This is an optimization exercise on Yosys and OpenROAD, whose aim is small area, a short achievable clock period and few clock cycles per item, not a production implementation. Function was checked by simulation only, so behaviour that the tests miss may differ from the original.

==> design.v <==
`default_nettype none
package tbm_pkg;
    localparam int COORD_W     = 12;
    localparam int TOL_W       = 8;
    localparam int PCT_W       = 8;
    localparam int COUNT_OUT_W = 7;
    localparam int AREA_W  = 2 * COORD_W;
    localparam int MUL_A_W = AREA_W;
    localparam int MUL_B_W = COORD_W;
    localparam int PROD_W  = 32;
    localparam int CFG_INDEX_W = 3;
    localparam int CFG_DATA_W  = 12;
    localparam int MAX_OBJECTS_DEFAULT = 64;
    localparam logic [MUL_B_W-1:0] PCT_SCALE = MUL_B_W'(100);
    localparam logic [COORD_W-1:0] MIN_SIDE_RST  = COORD_W'(25);
    localparam logic [COORD_W-1:0] MAX_SIDE_RST  = COORD_W'(600);
    localparam logic [TOL_W-1:0]   POS_TOL_RST   = TOL_W'(20);
    localparam logic [PCT_W-1:0]   AREA_LOW_RST  = PCT_W'(80);
    localparam logic [PCT_W-1:0]   AREA_HIGH_RST = PCT_W'(120);
    typedef struct packed {
        logic [COORD_W-1:0] x;
        logic [COORD_W-1:0] y;
        logic [COORD_W-1:0] w;
        logic [COORD_W-1:0] h;
    } box_t;
    typedef enum logic [CFG_INDEX_W-1:0] {
        REG_MIN_SIDE  = 3'd0,
        REG_MAX_SIDE  = 3'd1,
        REG_POS_TOL   = 3'd2,
        REG_AREA_LOW  = 3'd3,
        REG_AREA_HIGH = 3'd4
    } cfg_reg_t;
    typedef enum logic [2:0] {
        MUL_QUERY_AREA,
        MUL_STORED_AREA,
        MUL_LOW,
        MUL_HIGH,
        MUL_SCALE
    } mul_op_t;
    typedef struct packed {
        logic [COORD_W-1:0] query_w;
        logic [COORD_W-1:0] query_h;
        logic [COORD_W-1:0] stored_w;
        logic [COORD_W-1:0] stored_h;
        logic [AREA_W-1:0]  area;
        logic [PCT_W-1:0]   low;
        logic [PCT_W-1:0]   high;
    } mul_opnd_t;
    typedef enum logic [3:0] {
        ST_IDLE,
        ST_LOAD,
        ST_QAREA,
        ST_QSCALE,
        ST_READ,
        ST_SAREA,
        ST_LOW,
        ST_HIGH,
        ST_MSCALE,
        ST_DONE
    } tbm_state_t;
endpackage
`default_nettype wire
`default_nettype none
import tbm_pkg::*;
module tbm_arith (
    input  wire tbm_pkg::mul_op_t            op,
    input  wire tbm_pkg::mul_opnd_t          opnd,
    output logic [tbm_pkg::PROD_W-1:0]       product
);
    logic [MUL_A_W-1:0]         mul_a;
    logic [MUL_B_W-1:0]         mul_b;
    logic [MUL_A_W+MUL_B_W-1:0] mul_full;
    always_comb
    begin
        mul_a = '0;
        mul_b = '0;
        unique case (op)
            MUL_QUERY_AREA:
            begin
                mul_a = {{(MUL_A_W-COORD_W){1'b0}}, opnd.query_w};
                mul_b = opnd.query_h;
            end
            MUL_STORED_AREA:
            begin
                mul_a = {{(MUL_A_W-COORD_W){1'b0}}, opnd.stored_w};
                mul_b = opnd.stored_h;
            end
            MUL_LOW:
            begin
                mul_a = opnd.area;
                mul_b = {{(MUL_B_W-PCT_W){1'b0}}, opnd.low};
            end
            MUL_HIGH:
            begin
                mul_a = opnd.area;
                mul_b = {{(MUL_B_W-PCT_W){1'b0}}, opnd.high};
            end
            MUL_SCALE:
            begin
                mul_a = opnd.area;
                mul_b = PCT_SCALE;
            end
            default:
            begin
                mul_a = '0;
                mul_b = '0;
            end
        endcase
    end
    assign mul_full = mul_a * mul_b;
    assign product = mul_full[PROD_W-1:0];
endmodule
`default_nettype wire
`default_nettype none
import tbm_pkg::*;
module tbm_box_mem #(
    parameter  int DEPTH  = tbm_pkg::MAX_OBJECTS_DEFAULT,
    localparam int ADDR_W = (DEPTH > 1) ? $clog2(DEPTH) : 1
) (
    input  wire logic              clk,
    input  wire logic              wr_en,
    input  wire logic [ADDR_W-1:0] wr_addr,
    input  wire tbm_pkg::box_t     wr_data,
    input  wire logic              rd_en,
    input  wire logic [ADDR_W-1:0] rd_addr,
    output tbm_pkg::box_t          rd_data
);
    logic [4*COORD_W-1:0] mem [0:DEPTH-1];
    always_ff @(posedge clk)
    begin
        if (wr_en)
        begin
            mem[wr_addr] <= wr_data;
        end
        if (rd_en)
        begin
            rd_data <= mem[rd_addr];
        end
    end
endmodule
`default_nettype wire
`default_nettype none
import tbm_pkg::*;
module tracked_box_match_table #(
    parameter  int MAX_OBJECTS = tbm_pkg::MAX_OBJECTS_DEFAULT,
    localparam int CNT_W       = $clog2(MAX_OBJECTS + 1),
    localparam int ADDR_W      = (MAX_OBJECTS > 1) ? $clog2(MAX_OBJECTS) : 1
) (
    input  wire logic                                clk,
    input  wire logic                                rst_n,
    input  wire logic                                item_valid,
    output logic                                     item_stall,
    input  wire logic                                func,
    input  wire logic                                list_start,
    input  wire logic [tbm_pkg::COORD_W-1:0]         rect_x,
    input  wire logic [tbm_pkg::COORD_W-1:0]         rect_y,
    input  wire logic [tbm_pkg::COORD_W-1:0]         rect_width,
    input  wire logic [tbm_pkg::COORD_W-1:0]         rect_height,
    output logic                                     result_valid,
    input  wire logic                                result_stall,
    output logic                                     accepted,
    output logic                                     matched,
    output logic [tbm_pkg::COORD_W-1:0]              out_x,
    output logic [tbm_pkg::COORD_W-1:0]              out_y,
    output logic [tbm_pkg::COORD_W-1:0]              out_width,
    output logic [tbm_pkg::COORD_W-1:0]              out_height,
    output logic [tbm_pkg::COUNT_OUT_W-1:0]          stored_count,
    input  wire logic                                cfg_valid,
    output logic                                     cfg_ready,
    input  wire logic [tbm_pkg::CFG_INDEX_W-1:0]     cfg_index,
    input  wire logic [tbm_pkg::CFG_DATA_W-1:0]      cfg_data
);
    localparam logic [CNT_W-1:0] MAX_CNT = CNT_W'(MAX_OBJECTS);
    logic [COORD_W-1:0] min_side_reg;
    logic [COORD_W-1:0] max_side_reg;
    logic [TOL_W-1:0]   pos_tol_reg;
    logic [PCT_W-1:0]   area_low_reg;
    logic [PCT_W-1:0]   area_high_reg;
    assign cfg_ready = 1'b1;
    always_ff @(posedge clk or negedge rst_n)
    begin
        if (!rst_n)
        begin
            min_side_reg  <= MIN_SIDE_RST;
            max_side_reg  <= MAX_SIDE_RST;
            pos_tol_reg   <= POS_TOL_RST;
            area_low_reg  <= AREA_LOW_RST;
            area_high_reg <= AREA_HIGH_RST;
        end
        else if (cfg_valid)
        begin
            unique case (cfg_index)
                REG_MIN_SIDE:  min_side_reg  <= cfg_data[COORD_W-1:0];
                REG_MAX_SIDE:  max_side_reg  <= cfg_data[COORD_W-1:0];
                REG_POS_TOL:   pos_tol_reg   <= cfg_data[TOL_W-1:0];
                REG_AREA_LOW:  area_low_reg  <= cfg_data[PCT_W-1:0];
                REG_AREA_HIGH: area_high_reg <= cfg_data[PCT_W-1:0];
                default:       ;
            endcase
        end
    end
    tbm_pkg::tbm_state_t state_reg, state_next;
    logic               func_reg,      func_next;
    logic               start_reg,     start_next;
    tbm_pkg::box_t               cur_reg,       cur_next;        
    logic               hit_any_reg,   hit_any_next;    
    logic               acc_reg,       acc_next;        
    logic [CNT_W-1:0]   count_reg,     count_next;      
    logic [CNT_W-1:0]   idx_reg,       idx_next;        
    logic [AREA_W-1:0]  area_reg,      area_next;       
    logic [PROD_W-1:0]  qa100_reg,     qa100_next;      
    logic [PROD_W-1:0]  low_prod_reg,  low_prod_next;   
    logic               out_valid_reg, out_valid_next;
    logic               accepted_reg;
    logic               matched_reg;
    tbm_pkg::box_t               out_box_reg;
    logic [COUNT_OUT_W-1:0] stored_count_reg;
    logic               mem_wr_en;
    logic               mem_rd_en;
    tbm_pkg::box_t               rd_box;
    tbm_pkg::mul_op_t            mul_op;
    tbm_pkg::mul_opnd_t          mul_opnd;
    logic [PROD_W-1:0]  product;
    logic [CNT_W-1:0] load_base;
    logic             size_ok;
    logic             store_ok;
    assign load_base = start_reg ? '0 : count_reg;
    assign size_ok   = (cur_reg.w > min_side_reg) && (cur_reg.h > min_side_reg) &&
                       (cur_reg.w < max_side_reg) && (cur_reg.h < max_side_reg);
    assign store_ok  = size_ok && (load_base < MAX_CNT);
    logic [COORD_W-1:0] dx;
    logic [COORD_W-1:0] dy;
    logic               tol_ok;
    logic               area_ok;
    logic               hit;
    logic [CNT_W-1:0]   idx_inc;
    logic               last_entry;
    assign dx      = (cur_reg.x >= rd_box.x) ? (cur_reg.x - rd_box.x) : (rd_box.x - cur_reg.x);
    assign dy      = (cur_reg.y >= rd_box.y) ? (cur_reg.y - rd_box.y) : (rd_box.y - cur_reg.y);
    assign tol_ok  = (dx <= {{(COORD_W-TOL_W){1'b0}}, pos_tol_reg}) &&
                     (dy <= {{(COORD_W-TOL_W){1'b0}}, pos_tol_reg});
    assign area_ok = (low_prod_reg <= qa100_reg) && (qa100_reg <= product);
    assign hit     = area_ok && tol_ok;
    assign idx_inc    = idx_reg + CNT_W'(1);
    assign last_entry = (idx_inc >= count_reg);
    logic out_free;
    assign out_free = !out_valid_reg || !result_stall;
    always_comb
    begin
        state_next = state_reg;
        unique case (state_reg)
            ST_IDLE:
            begin
                if (item_valid)
                begin
                    state_next = func ? ST_QAREA : ST_LOAD;
                end
            end
            ST_LOAD:   state_next = ST_DONE;
            ST_QAREA:  state_next = ST_QSCALE;
            ST_QSCALE: state_next = (count_reg != '0) ? ST_READ : ST_DONE;
            ST_READ:   state_next = ST_SAREA;
            ST_SAREA:  state_next = ST_LOW;
            ST_LOW:    state_next = ST_HIGH;
            ST_HIGH:
            begin
                if (hit)
                begin
                    state_next = ST_MSCALE;
                end
                else
                begin
                    state_next = last_entry ? ST_DONE : ST_READ;
                end
            end
            ST_MSCALE: state_next = last_entry ? ST_DONE : ST_READ;
            ST_DONE:   state_next = out_free ? ST_IDLE : ST_DONE;
            default:   state_next = ST_IDLE;
        endcase
    end
    always_comb
    begin
        item_stall = 1'b1;
        mem_wr_en  = 1'b0;
        mem_rd_en  = 1'b0;
        mul_op     = MUL_QUERY_AREA;
        unique case (state_reg)
            ST_IDLE:   item_stall = 1'b0;
            ST_LOAD:   mem_wr_en  = store_ok;
            ST_QAREA:  mul_op     = MUL_QUERY_AREA;
            ST_QSCALE: mul_op     = MUL_SCALE;
            ST_READ:   mem_rd_en  = 1'b1;
            ST_SAREA:  mul_op     = MUL_STORED_AREA;
            ST_LOW:    mul_op     = MUL_LOW;
            ST_HIGH:   mul_op     = MUL_HIGH;
            ST_MSCALE: mul_op     = MUL_SCALE;
            ST_DONE:   ;
            default:   ;
        endcase
    end
    always_comb
    begin
        func_next     = func_reg;
        start_next    = start_reg;
        cur_next      = cur_reg;
        hit_any_next  = hit_any_reg;
        acc_next      = acc_reg;
        count_next    = count_reg;
        idx_next      = idx_reg;
        area_next     = area_reg;
        qa100_next    = qa100_reg;
        low_prod_next = low_prod_reg;
        unique case (state_reg)
            ST_IDLE:
            begin
                if (item_valid)
                begin
                    func_next    = func;
                    start_next   = list_start;
                    cur_next     = {rect_x, rect_y, rect_width, rect_height};
                    hit_any_next = 1'b0;
                    acc_next     = 1'b0;
                end
            end
            ST_LOAD:
            begin
                acc_next   = store_ok;
                count_next = store_ok ? (load_base + CNT_W'(1)) : load_base;
            end
            ST_QAREA:
            begin
                area_next = product[AREA_W-1:0];
            end
            ST_QSCALE:
            begin
                qa100_next = product;
                idx_next   = '0;
            end
            ST_SAREA:
            begin
                area_next = product[AREA_W-1:0];
            end
            ST_LOW:
            begin
                low_prod_next = product;
            end
            ST_HIGH:
            begin
                if (hit)
                begin
                    cur_next     = rd_box;
                    hit_any_next = 1'b1;
                end
                else
                begin
                    idx_next = idx_inc;
                end
            end
            ST_MSCALE:
            begin
                qa100_next = product;
                idx_next   = idx_inc;
            end
            ST_READ, ST_DONE: ;
            default: ;
        endcase
    end
    always_ff @(posedge clk or negedge rst_n)
    begin
        if (!rst_n)
        begin
            state_reg   <= ST_IDLE;
            count_reg   <= '0;
            idx_reg     <= '0;
            func_reg    <= 1'b0;
            start_reg   <= 1'b0;
            hit_any_reg <= 1'b0;
            acc_reg     <= 1'b0;
        end
        else
        begin
            state_reg   <= state_next;
            count_reg   <= count_next;
            idx_reg     <= idx_next;
            func_reg    <= func_next;
            start_reg   <= start_next;
            hit_any_reg <= hit_any_next;
            acc_reg     <= acc_next;
        end
    end
    always_ff @(posedge clk)
    begin
        cur_reg      <= cur_next;
        area_reg     <= area_next;
        qa100_reg    <= qa100_next;
        low_prod_reg <= low_prod_next;
    end
    logic [CNT_W+COUNT_OUT_W-1:0] count_ext;
    assign count_ext = {{COUNT_OUT_W{1'b0}}, count_reg};
    always_comb
    begin
        out_valid_next = out_valid_reg;
        if ((state_reg == ST_DONE) && out_free)
        begin
            out_valid_next = 1'b1;
        end
        else if (!result_stall)
        begin
            out_valid_next = 1'b0;
        end
    end
    always_ff @(posedge clk or negedge rst_n)
    begin
        if (!rst_n)
        begin
            out_valid_reg <= 1'b0;
        end
        else
        begin
            out_valid_reg <= out_valid_next;
        end
    end
    always_ff @(posedge clk)
    begin
        if ((state_reg == ST_DONE) && out_free)
        begin
            accepted_reg     <= !func_reg && acc_reg;
            matched_reg      <= func_reg && hit_any_reg;
            out_box_reg      <= func_reg ? cur_reg : '0;
            stored_count_reg <= count_ext[COUNT_OUT_W-1:0];
        end
    end
    assign result_valid = out_valid_reg;
    assign accepted     = accepted_reg;
    assign matched      = matched_reg;
    assign out_x        = out_box_reg.x;
    assign out_y        = out_box_reg.y;
    assign out_width    = out_box_reg.w;
    assign out_height   = out_box_reg.h;
    assign stored_count = stored_count_reg;
    tbm_box_mem #(
        .DEPTH (MAX_OBJECTS)
    ) u_box_mem (
        .clk     (clk),
        .wr_en   (mem_wr_en),
        .wr_addr (load_base[ADDR_W-1:0]),
        .wr_data (cur_reg),
        .rd_en   (mem_rd_en),
        .rd_addr (idx_reg[ADDR_W-1:0]),
        .rd_data (rd_box)
    );
    assign mul_opnd = {cur_reg.w, cur_reg.h, rd_box.w, rd_box.h, area_reg, area_low_reg, area_high_reg};
    tbm_arith u_arith (
        .op      (mul_op),
        .opnd    (mul_opnd),
        .product (product)
    );
endmodule
`default_nettype wire
==> run.sh <==
#!/bin/bash
# synth_recipe.tcl (not shown) runs the flow's synth.tcl, then flattens the netlist and writes it again
# the make line also repeats each setting of config.mk as NAME=value (left out here)
make -C /OpenROAD-flow-scripts/flow DESIGN_CONFIG=/design/flow/config.mk WORK_HOME=/design/flow/orfs CLKGATE_MAP_FILE= SYNTH_SCRIPT=/design/flow/synth_recipe.tcl finish
==> config.mk <==
export PLATFORM = sky130hd
export DESIGN_NAME = tracked_box_match_table
export DESIGN_NICKNAME = tracked_box_match_table
export VERILOG_FILES = /design/flow/design.v
export SDC_FILE = /design/flow/constraint.sdc
export NUM_CORES = 4
export LEC_CHECK = 0
export CAP_MARGIN = 20
export CORE_MARGIN = 2
export CORE_UTILIZATION = 40
export SLEW_MARGIN = 20
==> constraint.sdc <==
create_clock -name core_clock -period 13.0 [get_ports {clk}]
set_input_delay 2.6000 -clock core_clock [delete_from_list [all_inputs] [get_ports {clk}]]
set_output_delay 2.6000 -clock core_clock [all_outputs]
set_load 0.01 [all_outputs]
==> impl_metrics.toml <==
[clock_network]
tritoncts = "yes"
cts.sinks = 3384
cts_made_buffers = 358
clock_latency_ns = 0.95
clk_pin_slew_ns = 0.06
cts.hold.buffers_added = 0
clockBufferDepth = 4
cts_setup_buffers = 0
clockRootBuffer = "clkbuf_16"
htree_levels = 5
cts_resized = 0

[layout]
regArea_um2 = 101000
multiInputGateArea_um2 = 38300
drive_above_1_share = 0.245
nNetsFinal = 7926
syn_to_final_growth_pct = 13.9
nFillCells = 29400
largest_reg_flops = 3072
regMostFlops = "u_box_mem.mem"
fin_area_um2 = 161000

[critical_path]
path_depth = 34
r2r_cells = 34
r2r_slack_ns = 1.19
critPathSlowestCell = "nor4b_1"
slowest_delay_ns = 0.93
endpoint = "cur_reg[26]$_DFFE_PP_"
rr_startpoint = "state_reg[0]$_DFFE_PN0P_"
cp.arrival_ns = 12.33
cpLargestDelayFamily = "simple AND/OR/NAND/NOR gates"
critical_path_buf_inv_count = 3
start_kind = "register"
worstPathMaxFanout = 48
cp-end-kind = "register"
crit_type = "register to register"
cp-startpoint = "state_reg[0]$_DFFE_PN0P_"
timing.rr.end = "cur_reg[26]$_DFFE_PP_"
crit_top_cell = "fa_1"
timing.critical_path.required_ns = 13.52

[worst_hold_path]
min_from = "area_high_reg[1]$_DFFE_PN0P_"
hp-class = "register to register"

[sta]
maxSlewViolCount = 0
finalSetupViolCount = 0
layout_min_cycle_time_ns = 11.81
finalCritPeriodShare = 0.909
fin_skew_ns = 0.0663
setup_tns_ns = 0
fmax_mhz = 84.6
rsz0062_at_grt = "false"
slew_headroom = 0.160
hold_violations = 0
worst_pin_slew_ns = 1.26

[floorplanning]
design.core.area_um2 = 353000
start_util = 0.402
fp.dieH_um = 599
rows = 218
ios = 130
dieWidth_um = 599
dieArea_um2 = 359000

[global_routing]
antenna_found_initial = 18
grt_pass1_vias = 73100
grtUsageTotal = 0.230
overflow = 0
grt_max_degree = 139
grt_pass1_wl_mm = 577

[yosys]
yosys.area.top_type_share = 0.702
synth.yosys.seq_area_share = 0.715
avgSynthCellArea_um2 = 20.4
yosysUniqueCellTypes = 74
yosysTopAreaCell = "edfxtp_1"
synth_area_leaders = "edfxtp_1 (70%), mux4_2 (16%), fa_1 (3.1%), ha_1 (2.1%), inv_1 (1.2%)"
syn_area_um2 = 142000
ys_ff_latch = 3384
synthArstFlopShare = 0.0210
yosys_warnings = 3
synth_edf_count = 3313
synth_ff_type = "edfxtp_1"
syn_inst = 6948

[detailed_routing]
drt_iter0_markers = 10400
wl_per_cell_um = 33.4
drc = 0
ant_nets = 0
postRouteWirelength_mm = 415
firstDrtPassIters = 5
viasPerCell = 5.88
via_count = 73100

[placed_design]
port_buffers = 128
gp_congestion = 0.901
hpwl_mm = 235
dpl-instance-area_um2 = 150000

[run]
cap_violations = 0

[run_status]
outcome = "complete, no violations"
-- final cells by class --
class	instances	share of cell area
clock inverters	196	0.00947
repair buffers	368	0.0199
multi-input cells	2849	0.237
inverters	438	0.0102
well taps	4730	0.0366
flip-flops and latches	3384	0.627
diodes	8	0.000124
clock buffers	449	0.0594
-- logic make-up after synthesis --
kind of cell             after synthesis  share of synthesized area
AND/OR/NAND/NOR                      828                     0.0270
other                                  2                  0.0000530
adder cells (fa/ha/maj)              457                     0.0519
XOR/XNOR                              55                    0.00340
buffers and inverters                752                     0.0200
flip-flops                          3384                      0.715
multiplexers                        1054                      0.164
AO/OA/AOI/OAI                        416                     0.0192
-- synth_stat cells, types with 6 or more instances --
library cell,number
o21ai_0,108
mux4_2,1008
a211oi_1,22
buf_1,56
o221ai_1,6
a21o_1,41
inv_1,438
a22oi_1,20
dfstp_2,15
o21bai_1,9
nor4_1,20
nand4_1,23
a21oi_1,104
a2111oi_0,9
o21a_1,11
mux2_2,30
and3_1,27
or3_1,9
ha_1,238
nor2_1,163
nand2b_1,22
clkbuf_1,248
o31ai_1,11
edfxtp_1,3313
o211ai_1,13
dfrtp_1,56
nand3_1,110
nor2b_1,19
fa_1,219
xor2_1,26
buf_2,8
nand2_1,317
mux2i_1,16
or2_2,10
nor3_1,26
xnor2_1,29
and2_1,69
-- worst min path at each step --
| stage | to | slack, ns | cells after the start |
|---|---|---|---|
| 6_report | area_high_reg[1]$_DFFE_PN0P_ | 0.50 | 1 |
| 5_1_grt | area_low_reg[0]$_DFFE_PN0P_ | 0.53 | 1 |
| 3_3_place_gp | acc_reg$_DFFE_PN0P_ | 0.49 | 1 |
| 3_5_place_dp | area_high_reg[1]$_DFFE_PN0P_ | 0.50 | 1 |
| 2_1_floorplan | stored_count_reg[0]$_DFFE_PP_ | 0.45 | 0 |
| 4_1_cts | area_high_reg[1]$_DFFE_PN0P_ | 0.51 | 1 |
-- metal layers --
layer	wire [um]	global-route usage
met3	35500	0.0370
met5	0	0
met1	166000	0.322
met2	200000	0.371
met4	13700	0.0709
-- through the flow --
stage                     utilization  cells  hold WS (ns)  worst slack [ns]
after floorplan                     -   6985         0.449              1.87
after global placement          0.426  11800         0.491              1.33
after detailed placement        0.426  11800         0.496              1.38
after CTS                       0.458  12400         0.508              1.27
after global routing            0.458  12400         0.529             0.469
final                           0.458  12400         0.505              1.19
-- cell usage in the layout, fill, tap and decap left out, types with 66 or more instances in the layout --
cell type and n:
ha_1 238, and2_1 69, a21oi_1 103, clkinv_2 66
nand3_1 109, mux4_2 1008, o21ai_0 108, buf_4 231
clkdlybuf4s50_1 127, nand2_1 315, fa_1 219, edfxtp_1 3313
inv_1 438, clkbuf_16 371, clkbuf_1 76, clkinv_1 86
nor2_1 115
Testbench counts, summed over its fixed seeds: cycles 464,157, items 24,450.

static timing again, ports no longer ideal:
How much do the figures lean on ideal ports? The routed layout below was timed once more, with nothing changed but the port constraints.
Step 1, drivers: a clkbuf_16 drives clk and a buf_2 each remaining input, both assumed.
Step 2 times the ports against the registers' clock, not the clock port: input delays grow and output delays shrink by t, the midpoint of the rising clock arrivals with the driver on.
Three values: ideal, step 1, step 2; two values: the first two.
shift t [ns]: 1.005
setup slack, ns: 1.186 / 1.186 / 1.186
slew at the worst register clock pin (ns): 0.07 / 0.07
worst slew at a driven data input, ns: 0.12
After both steps setup and hold are still met in this run. For this run, drivers alone change the setup slack by 0.000 ns; drivers and shift together by 0.000 ns.
